Source: an optimization exercise on an open RTL-to-GDS flow (aim: small area and a short achievable clock period). Production flows keep margins and buffers that such runs may drop. Where RTL was checked, it was by simulation tests only, not by an equivalence proof against the original.

==> inputs of violet <==
// attack_arbiter
module attack_arbiter #(
  parameter int unsigned        STUN_W      = 24,
  parameter logic [STUN_W-1:0]  STUN_CYCLES = 24'd20,
  parameter int unsigned        DMG_W       = 10,
  parameter int unsigned        DMG_MAX     = 999
) (
  input  logic             clock,
  input  logic             reset,
  input  logic [31:0]      p1_attack,
  input  logic [31:0]      p1_knockback,
  input  logic [31:0]      p2_attack,
  input  logic [31:0]      p2_knockback,
  output logic [DMG_W-1:0] p1_damage,
  output logic [DMG_W-1:0] p2_damage,
  output logic [31:0]      p1_kb_out,
  output logic             p1_kb_valid,
  output logic [31:0]      p2_kb_out,
  output logic             p2_kb_valid,
  output logic             p1_stunned,
  output logic             p2_stunned,
  output logic             clash
);
  localparam int unsigned SW = 5;
  logic              p1Block, p2Block;        
  logic              p1Pending, p2Pending;
  logic [1:0]        p1Code, p2Code;
  logic              vicIsP1;
  logic [31:0]       atkKb;
  logic [DMG_W:0]    opFactor;
  logic [5:0]        opOne, opTwo;
  logic [4:0]        opNeg;
  logic [SW-1:0]     stunCount;
  logic              stunIsP2;
  logic [DMG_W-1:0]  p1Damage, p2Damage;
  logic [39:0]       p1KbOut, p2KbOut;
  logic              p1KbValid, p2KbValid, clashReg;
  logic              eval;                    
  logic              p1HitEv, p2HitEv, p1Stun, p2Stun;
  logic              p1Cand, p2Cand, p1Victim, p2Victim, clashNow;
  logic              p1PendNext, p2PendNext, p1PendKeep, p2PendKeep, vicIsP1Next;
  logic [1:0]        p1CodeNext, p2CodeNext;
  ...
==> flow/config.mk <==
export PLATFORM = sky130hd
export DESIGN_NAME = attack_arbiter
export DESIGN_NICKNAME = attack_arbiter
export VERILOG_FILES = /design/flow/design.v
export SDC_FILE = /design/flow/constraint.sdc
export NUM_CORES = 4
export LEC_CHECK = 0
export ABC_AREA = 1
export CAP_MARGIN = 20
export CORE_MARGIN = 2
export CORE_UTILIZATION = 55
export SLEW_MARGIN = 20
==> flow/constraint.sdc <==
create_clock -name core_clock -period 12.0 [get_ports {clock}]
set_input_delay 2.4000 -clock core_clock [delete_from_list [all_inputs] [get_ports {clock}]]
set_output_delay 2.4000 -clock core_clock [all_outputs]
set_load 0.01 [all_outputs]
standard.sh (not shown) runs the stock make flow with config.mk's settings and CLKGATE_MAP_FILE= SYNTH_SCRIPT=/design/flow/synth_recipe.tcl, a recipe that flattens the netlist after the stock synthesis.
==> flow/flow/run.sh <==
#!/bin/bash
# Layout flow: the standard synthesis and layout, with
# - inverters around the synthesized full adders removed by flipping adder
#   polarities (flow/polarity.py; combinational only, registers untouched),
# - the port buffers made as the smallest plain buffer instead of the delay
#   buffer buffer_ports picks by default, and
# - a clock tree of smaller buffers without dummy loads.
# Each step's output goes to a log file here.
set -euo pipefail
MARGIN=$(cat flow/margin.txt)
NETLIST="$PWD/orfs/results/${FLOW_PLATFORM}/attack_arbiter/base/1_2_yosys.v"
bash standard.sh "$NETLIST" > synth.log 2>&1
python3 flow/polarity.py "$NETLIST" > polarity.log 2>&1
bash standard.sh SETUP_SLACK_MARGIN="$MARGIN" \
  "BUFFER_PORTS_ARGS=-buffer_cell sky130_fd_sc_hd__buf_1" \
  "CTS_ARGS=-sink_clustering_enable -repair_clock_nets -dont_use_dummy_load -buf_list {sky130_fd_sc_hd__clkbuf_4 sky130_fd_sc_hd__clkbuf_8}" \
  finish > layout.log 2>&1
==> flow/flow/margin.txt <==
7.2
Other scripts of this flow, unchanged in this note and not shown: flow/flow/polarity.py
==> nickel (differences from violet) <==
==> flow/flow/margin.txt (replaced) <==
7.0
==> reports/qor.yml <==
outcome: "complete, no violations"
dr_total_vias: 15929
fin_crit_sh_pct: 40.61
max_freq_ghz: 0.2052
-- figures above: violet

==> reports/qor.yml <==
outcome: "complete, no violations"
fin_crit_sh_pct: 41.05
post-cts-setup-buffers: 26
num-nets-final: 2791
max_freq_ghz: 0.2030
reg2reg_depth: 24
dr_total_vias: 15688
-- figures above: nickel

No run of this note included a check of the RTL's function; only the layout flow was run.

==> inputs of run M <==
Another version of the RTL of attack_arbiter (not shown whole).
Settings: LEC_CHECK=0, ABC_AREA=1, CAP_MARGIN=20, CORE_MARGIN=2, CORE_UTILIZATION=65, SLEW_MARGIN=20; clock period 12.0 ns.
==> flow/flow/run.sh <==
#!/bin/bash
# Layout flow: the standard synthesis and layout, with
# - the port buffers made as the smallest plain buffer instead of the delay
#   buffer buffer_ports picks by default, and
# - a clock tree of smaller buffers without dummy loads.
# Each step's output goes to a log file here.
set -euo pipefail
MARGIN=$(cat flow/margin.txt)
bash standard.sh synth > synth.log 2>&1
bash standard.sh SETUP_SLACK_MARGIN="$MARGIN" \
  "BUFFER_PORTS_ARGS=-buffer_cell sky130_fd_sc_hd__buf_1" \
  "CTS_ARGS=-sink_clustering_enable -repair_clock_nets -dont_use_dummy_load -buf_list {sky130_fd_sc_hd__clkbuf_4 sky130_fd_sc_hd__clkbuf_8}" \
  finish > layout.log 2>&1
==> flow/flow/margin.txt <==
7.2
==> inputs of run R, as changes to run M <==
--- a/flow/config.mk
+++ b/flow/config.mk
@@ -10,3 +10,3 @@
 export CORE_MARGIN = 2
-export CORE_UTILIZATION = 65
+export CORE_UTILIZATION = 55
 export SLEW_MARGIN = 20
==> results.py <==
metrics = {
    "setup_path": {
        "crit-reg2reg-capture": "p2KbOut[35]",
        "worst_path_largest_cell_delay_ns": 0.65,
        "worstPathRequired_ns": 12.42,
    },
    "sta": {
        "max_slew_margin_pct": 37.06,
    },
    "status": {
        "status": "complete, no violations",
    },
    "placement": {
        "post-place-ws_ns": 5.670,
    },
    "floorplanning": {
        "fp.dieArea_um2": 34660,
    },
    "grt": {
        "first_global_vias": 16430,
    },
}
# the run above: run R

==> results.py <==
metrics = {
    "status": {
        "status": "complete, no violations",
    },
    "sta": {
        "final-hold-violation-count": 0,
        "max_slew_margin_pct": 22.89,
    },
    "setup_path": {
        "crit-reg2reg-capture": "p2KbOut[17]",
        "worst_path_largest_cell_delay_ns": 0.61,
    },
    "placement": {
        "post-place-ws_ns": 5.211,
    },
    "grt": {
        "first_global_vias": 16780,
    },
}
# the run above: run M

==> separate check: timing with driven ports <==
The flow's constraints put no driver on any port. The routed layouts listed below were extracted and timed again, unchanged, in two steps.
Step 1: set_driving_cell puts a clkbuf_16 on clock and a buf_2 on each other input, an assumption about the parent block.
Step 2 moves the port delays by t, midway between the first and last clock arrival at a register: inputs arrive t later, outputs are due t later. That takes back most of the time a late clock gives input paths.
a / b / c = ideal ports / drivers / drivers and shift; a / b = the first two.
run	t, ns	setup slack, ns	hold WS [ns]	worst setup path at the end	worst register clock-pin slew, ns
violet	0.540	7.127 / 7.127 / 6.874	0.434 / 0.434 / 0.434	input to register	0.11 / 0.11
nickel	0.540	7.074 / 7.074 / 6.710	0.426 / 0.426 / 0.426	input to register	0.10 / 0.10
run M	0.522	6.932 / 6.932 / 6.863	0.436 / 0.436 / 0.436	input to register	0.09 / 0.09
run R	0.538	7.282 / 7.282 / 6.890	0.438 / 0.438 / 0.438	input to register	0.09 / 0.09
After both steps every run listed still meets setup and hold. The setup slack of run R, which loses most, moves by 0.000 ns with the drivers and by -0.392 ns with both steps.
